Context: an optimization exercise on an open-source flow, tuned for small area, a short achievable clock period and few clock cycles per item. The choices shown serve that exercise and are no tape-out recipe.
No functional check of the RTL was part of this run.
Power figures rest on the tool's default switching activity, not on a simulated workload.

$ cat design/flow/design.v
`default_nettype none
package toeq_pkg;
   localparam int TimeWidth  = 32;
   localparam int IdentWidth = 16;
   localparam int FillWidth  = 5;
   localparam int EntryWidth = TimeWidth + 1 + IdentWidth;
   typedef enum logic {
      OP_INSERT = 1'b0,
      OP_REMOVE = 1'b1
   } op_type;
   typedef enum logic [1:0] {
      ST_OK    = 2'd0,
      ST_FULL  = 2'd1,
      ST_EMPTY = 2'd2
   } status_type;
   typedef struct packed {
      logic [TimeWidth-1:0]  key_time;
      logic                  kind;
      logic [IdentWidth-1:0] ident;
   } sched_event_type;
   typedef struct packed {
      logic            update;
      op_type          op;
      sched_event_type insert_event;
   } cell_ctl_type;
endpackage
`default_nettype wire
`default_nettype none
module toeq_cell
(
   input  wire logic            clock,
   input  toeq_pkg::cell_ctl_type         ctl,
   input  wire logic            occupied,
   input  wire logic            prev_keep,
   input  toeq_pkg::sched_event_type      prev_entry,
   input  toeq_pkg::sched_event_type      next_entry,
   output toeq_pkg::sched_event_type      entry,
   output toeq_pkg::sched_event_type      entry_in,
   output logic                 keep
);
   toeq_pkg::sched_event_type entry_ff;
   assign keep = occupied && !(ctl.insert_event.key_time < entry_ff.key_time);
   always_comb begin
      entry_in = entry_ff;
      if (ctl.update) begin
         case (ctl.op)
            toeq_pkg::OP_INSERT: begin
               if (keep) begin
                  entry_in = entry_ff;
               end else if (prev_keep) begin
                  entry_in = ctl.insert_event;
               end else begin
                  entry_in = prev_entry;
               end
            end
            toeq_pkg::OP_REMOVE: begin
               entry_in = next_entry;
            end
            default: begin
               entry_in = entry_ff;
            end
         endcase
      end
   end
   always_ff @(posedge clock) begin
      entry_ff <= entry_in;
   end
   assign entry = entry_ff;
endmodule
`default_nettype wire
`default_nettype none
module time_ordered_event_queue
#(
   parameter int DEPTH = 16
) (
   input  wire logic                  clock,
   input  wire logic                  reset,
   input  wire logic                  req_valid,
   output logic                       req_stall,
   input  wire logic                  req_operation,
   input  wire logic [toeq_pkg::TimeWidth-1:0]  req_event_key_time,
   input  wire logic                  req_event_kind,
   input  wire logic [toeq_pkg::IdentWidth-1:0] req_event_ident,
   output logic                       rsp_valid,
   input  wire logic                  rsp_stall,
   output logic                       rsp_head_valid,
   output logic [toeq_pkg::TimeWidth-1:0]       rsp_head_time,
   output logic                       rsp_head_kind,
   output logic [toeq_pkg::IdentWidth-1:0]      rsp_head_ident,
   output logic [toeq_pkg::FillWidth-1:0]       rsp_fill_count,
   output logic [1:0]                 rsp_status
);
   localparam int CountWidth = $clog2(DEPTH + 1);
   logic [CountWidth-1:0] count_ff, count_in;
   logic                  accept;
   logic                  is_full, is_empty;
   toeq_pkg::status_type            status;
   toeq_pkg::cell_ctl_type          ctl;
   logic [DEPTH-1:0][toeq_pkg::EntryWidth-1:0] entry;
   logic [DEPTH-1:0][toeq_pkg::EntryWidth-1:0] entry_in;
   logic [DEPTH-1:0]      keep;
   logic                  rsp_valid_ff, rsp_valid_in;
   logic                  head_valid_ff, head_valid_in;
   toeq_pkg::sched_event_type       head_ff, head_in;
   logic [CountWidth-1:0] fill_ff;
   toeq_pkg::status_type            status_ff;
   logic [CountWidth+toeq_pkg::FillWidth-1:0] fill_wide;
   assign req_stall = rsp_valid_ff && rsp_stall;
   assign accept    = req_valid && !req_stall;
   assign is_full  = (count_ff == CountWidth'(DEPTH));
   assign is_empty = (count_ff == '0);
   always_comb begin
      status   = toeq_pkg::ST_OK;
      count_in = count_ff;
      if (accept) begin
         if (toeq_pkg::op_type'(req_operation) == toeq_pkg::OP_INSERT) begin
            if (is_full) begin
               status = toeq_pkg::ST_FULL;
            end else begin
               count_in = count_ff + 1'b1;
            end
         end else begin
            if (is_empty) begin
               status = toeq_pkg::ST_EMPTY;
            end else begin
               count_in = count_ff - 1'b1;
            end
         end
      end
   end
   assign ctl = {accept && (status == toeq_pkg::ST_OK), req_operation,
                 req_event_key_time, req_event_kind, req_event_ident};
   for (genvar i = 0; i < DEPTH; i++) begin : g_cell
      logic            occupied;
      logic            prev_keep;
      toeq_pkg::sched_event_type prev_entry;
      toeq_pkg::sched_event_type next_entry;
      assign occupied = (count_ff > CountWidth'(i));
      if (i == 0) begin : g_first
         assign prev_keep  = 1'b1;
         assign prev_entry = ctl.insert_event;
      end else begin : g_rest
         assign prev_keep  = keep[i-1];
         assign prev_entry = entry[i-1];
      end
      if (i == DEPTH - 1) begin : g_last
         assign next_entry = entry[i];
      end else begin : g_inner
         assign next_entry = entry[i+1];
      end
      toeq_cell u_cell (
         .clock      (clock),
         .ctl        (ctl),
         .occupied   (occupied),
         .prev_keep  (prev_keep),
         .prev_entry (prev_entry),
         .next_entry (next_entry),
         .entry      (entry[i]),
         .entry_in   (entry_in[i]),
         .keep       (keep[i])
      );
   end
   always_comb begin
      rsp_valid_in  = rsp_valid_ff && rsp_stall;
      head_valid_in = (count_in != '0);
      head_in       = '0;
      if (accept) begin
         rsp_valid_in = 1'b1;
      end
      if (head_valid_in) begin
         head_in = entry_in[0];
      end
   end
   always_ff @(posedge clock) begin
      if (reset) begin
         count_ff     <= '0;
         rsp_valid_ff <= 1'b0;
      end else begin
         count_ff     <= count_in;
         rsp_valid_ff <= rsp_valid_in;
      end
   end
   always_ff @(posedge clock) begin
      if (accept) begin
         head_valid_ff <= head_valid_in;
         head_ff       <= head_in;
         fill_ff       <= count_in;
         status_ff     <= status;
      end
   end
   assign fill_wide = {{toeq_pkg::FillWidth{1'b0}}, fill_ff};
   assign rsp_valid      = rsp_valid_ff;
   assign rsp_head_valid = head_valid_ff;
   assign rsp_head_time  = head_ff.key_time;
   assign rsp_head_kind  = head_ff.kind;
   assign rsp_head_ident = head_ff.ident;
   assign rsp_fill_count = fill_wide[toeq_pkg::FillWidth-1:0];
   assign rsp_status     = status_ff;
endmodule
`default_nettype wire
$ cat design/flow/run.sh
#!/bin/bash
# synth_recipe.tcl (not shown) runs the flow's synth.tcl, then flattens the netlist and writes it again
# the make line also repeats each setting of config.mk as NAME=value (left out here)
make -C /OpenROAD-flow-scripts/flow DESIGN_CONFIG=/design/flow/config.mk WORK_HOME=/design/flow/orfs CLKGATE_MAP_FILE= SYNTH_SCRIPT=/design/flow/synth_recipe.tcl finish
$ cat design/flow/config.mk
export PLATFORM = sky130hd
export DESIGN_NAME = time_ordered_event_queue
export DESIGN_NICKNAME = time_ordered_event_queue
export VERILOG_FILES = /design/flow/design.v
export SDC_FILE = /design/flow/constraint.sdc
export NUM_CORES = 4
export LEC_CHECK = 0
export CAP_MARGIN = 20
export CORE_MARGIN = 2
export CORE_UTILIZATION = 40
export SLEW_MARGIN = 20
$ cat design/flow/constraint.sdc
create_clock -name core_clock -period 4.5 [get_ports {clock}]
set_input_delay 0.9000 -clock core_clock [delete_from_list [all_inputs] [get_ports {clock}]]
set_output_delay 0.9000 -clock core_clock [all_outputs]
set_load 0.01 [all_outputs]
==> run summary <==
Register Area 0.0249 mm²; nets 6535; register area share after synthesis 43.4%; Filler cells 13300; CP startpoint kind input pin; total power 27.5 mW; Avg Cell Area, Syn 9.73 µm²; Post-synth top flop edfxtp_1; Post-DP Area 0.0631 mm²; Worst EP arrival approximately 4.7 ns; via density per instance 6.22; clock root buffer clkbuf_16; FMAX ~240 MHz; Worst VDD drop 0.333 mV; Antenna diodes 0; antenna viol nets, final 0; Mapped Nets 6442; fin crit period 4.24 ns; initial antenna violation count 6; Synth cell types 80; CTS tree yes; register bit total from synthesis 847; GP Congestion between 0.9 and 1; TritonCTS buffer count 102; worst endpoint required time around 5.0 ns; Std-Cell Rows 138; synth warn 2; Std-Cell Core Area 0.142 mm²; drt pass-1 iters 9; outcome finished clean; Clock Latency Late Sink between 0.7 and 0.8 ns; area grow syn2layout 16.0%; Starting Density 40.4%; Max transition margin between 10% and 20%; finished layout cell area 0.0665 mm²; share of the synthesized area in the top cell type between 40% and 50%; hold violation total from the final report 0; DIE WIDTH 383 µm; vias in the first global route about 47000; count leader, synth edfxtp_1; # H-tree levels 3; Reg clk slew, reported paths 0.06 ns; Final Cycle Share between 90% and 100%; Power Density a little over 400 mW/mm²; Final setup viols 0; top cells by area, synth edfxtp_1 (42%), ha_1 (11%), inv_1 (4.0%); final wirelength 206 mm; wire length per cell 25.9 µm; clock sinks ~850; crit end category register; Syn Std Cell Area 0.0573 mm²; skew final 0.0335 ns; total gr overflow 0; hold buffer count at CTS 0; Syn Inst Count around 6000; RSZ-0062 raised after global routing no; Worst Tran Pin Value 1.26 ns; post-DP HPWL around 140 mm; Multi-input gate area 0.0284 mm²; Max FO, Critical Path 19; maxcap violations 0; EDFF count, synth 792; DR iter-0 viols 6342; GRT Total Usage between 20% and 30%; share of cells above drive strength 1 12.4%; DRC viols 0; Post-synth top cells edfxtp_1 (792), inv_1 (616), ha_1 (501), nand2_1 (384), nor2_1 (378); Slew Limit Fails 0; first-pass GRT wire length 306 mm; buffer count from post-CTS setup fixing 0; async set-reset flop share out of synthesis 0%; type of the tightest min-delay check reg -> reg; largest net degree at the start of global routing 210; Yosys top cell by area edfxtp_1; P_leak 27.2 nW; die area roughly 0.15 mm²; port bufs between 100 and 150; routed vias 49500; CP Class in -> reg; Die Ht 383 µm; post-CTS sizing 0; clock buffer depth 3; I/O pin cnt between 100 and 150
==> worst max-delay path, cell delays in order <==
cell             delay [ns]
clkdlybuf4s50_1        0.59
ha_1                   0.40
o21ai_0                0.07
o21ai_0                0.15
a21oi_1                0.20
a2111oi_2              0.71
o21ai_1                0.36
a32oi_4                0.49
buf_12                 0.23
buf_12                 0.19
nor3b_1                0.08
a221o_1                0.31
==> kinds of logic after synthesis <==
group	share of synthesized area, %
AND/OR/NAND/NOR	13.2
buffers and inverters	7.68
XOR/XNOR	0.0459
multiplexers	3.52
flip-flops	43.4
adder cells (fa/ha/maj)	10.9
AO/OA/AOI/OAI	21.1
==> registers in the layout, indices dropped and copies added (netlist names) <==
name                    count
g_cell.u_cell.entry_ff    784
head_ff                    49
fill_ff                     5
status_ff                   2
rsp_valid_ff                1
head_valid_ff               1
count_ff                    5
==> final timing paths <==
path / startpoint / endpoint / slack [ns] / cells after the start
setup / recovery: req_event_key_time[18] / g_cell[12].u_cell.entry_ff[0] / 0.26 / 12
setup reg to reg: g_cell[14].u_cell.entry_ff[18] / g_cell[14].u_cell.entry_ff[26] / 0.59 / 12
hold / removal: g_cell[8].u_cell.entry_ff[8] / g_cell[7].u_cell.entry_ff[8] / 0.55 / 2
hold reg to reg: g_cell[8].u_cell.entry_ff[8] / g_cell[7].u_cell.entry_ff[8] / 0.55 / 2
==> through the flow <==
step | std cells | TNS (ns) | worst slack, ns | hold slack (ns) | utilization, %
after floorplan | 5887 | 0 | 0.110 | 0.517 | -
after global placement | 7766 | -217.17 | -1.42 | 0.535 | 44.5
after detailed placement | 7766 | -105.62 | -0.388 | 0.539 | 44.5
after CTS | 7955 | 0 | 0.350 | 0.556 | 46.8
after global routing | 7955 | 0 | 0.238 | 0.576 | 46.8
final | 7955 | 0 | 0.258 | 0.555 | 46.8
==> layout make-up <==
| class | count | share of cell area [%] |
|---|---|---|
| tap | 1890 | 3.56 |
| multi-input combinational | 3950 | 42.8 |
| clock buffer | 144 | 4.29 |
| clock inverter | 45 | 0.691 |
| timing repair buffer | 462 | 7.70 |
| inverter | 617 | 3.50 |
| sequential | 847 | 37.4 |
==> per-layer routing <==
metal  wire length, µm  vias to the layer above  track usage, %
met5                 0                        -               0
li1                  -                    22300               -
met4              6270                        0            8.33
met1             89200                    24200            39.9
met3             20900                      327            4.50
met2             90000                     2608            41.9
==> cells in the final DEF (no fill, tap or decap), types with 49 or more instances in the layout <==
cell type / count
o31ai_1: 55
nand3_1: 199
nor3b_1: 71
a21oi_1: 174
clkbuf_16: 105
a31oi_1: 156
mux2i_1: 180
o311ai_0: 62
o221a_2: 146
a211oi_1: 151
buf_12: 109
buf_4: 241
clkdlybuf4s50_1: 111
a21o_1: 139
nor2_1: 373
edfxtp_1: 792
ha_1: 501
a221o_1: 138
o21ai_0: 258
o21ai_1: 75
and2_1: 51
nor3_1: 294
dfxtp_1: 55
inv_1: 614
o311a_1: 49
or3_1: 53
o22ai_1: 54
nand4_1: 58
nand2_1: 378
==> report_power, final <==
part | internal (mW) | switching, mW
Combinational | 3.17 | 4.72
Clock | 4.91 | 3.57
Sequential | 10.2 | 0.912
Total | 18.3 | 9.21

[re-timing with driven ports]
The flow's constraints put no driver on any port. The routed layout listed below was extracted and timed again, unchanged, in two steps. Step 1 assumes that a clkbuf_16 drives the clock port and a buf_2 every other input. Step 2 adds t to the input delays and takes it off the output delays; t is the mean of the earliest and latest rising clock arrival at the registers after step 1. Input paths then give back, and output paths get back, about the clock's delay inside the block. Slacks: ideal / step 1 / step 2; pairs: ideal / step 1.
t, ns: 0.780
setup slack, ns: 0.258 / 0.317 / -0.463
clock arrival spread, ns: 0.034 / 0.034
pins driven straight from the clock port: 1
With both steps, setup timing fails in this run, where it was met with ideal ports. For this run, drivers alone change the setup slack by +0.059 ns; drivers and shift together by -0.721 ns.
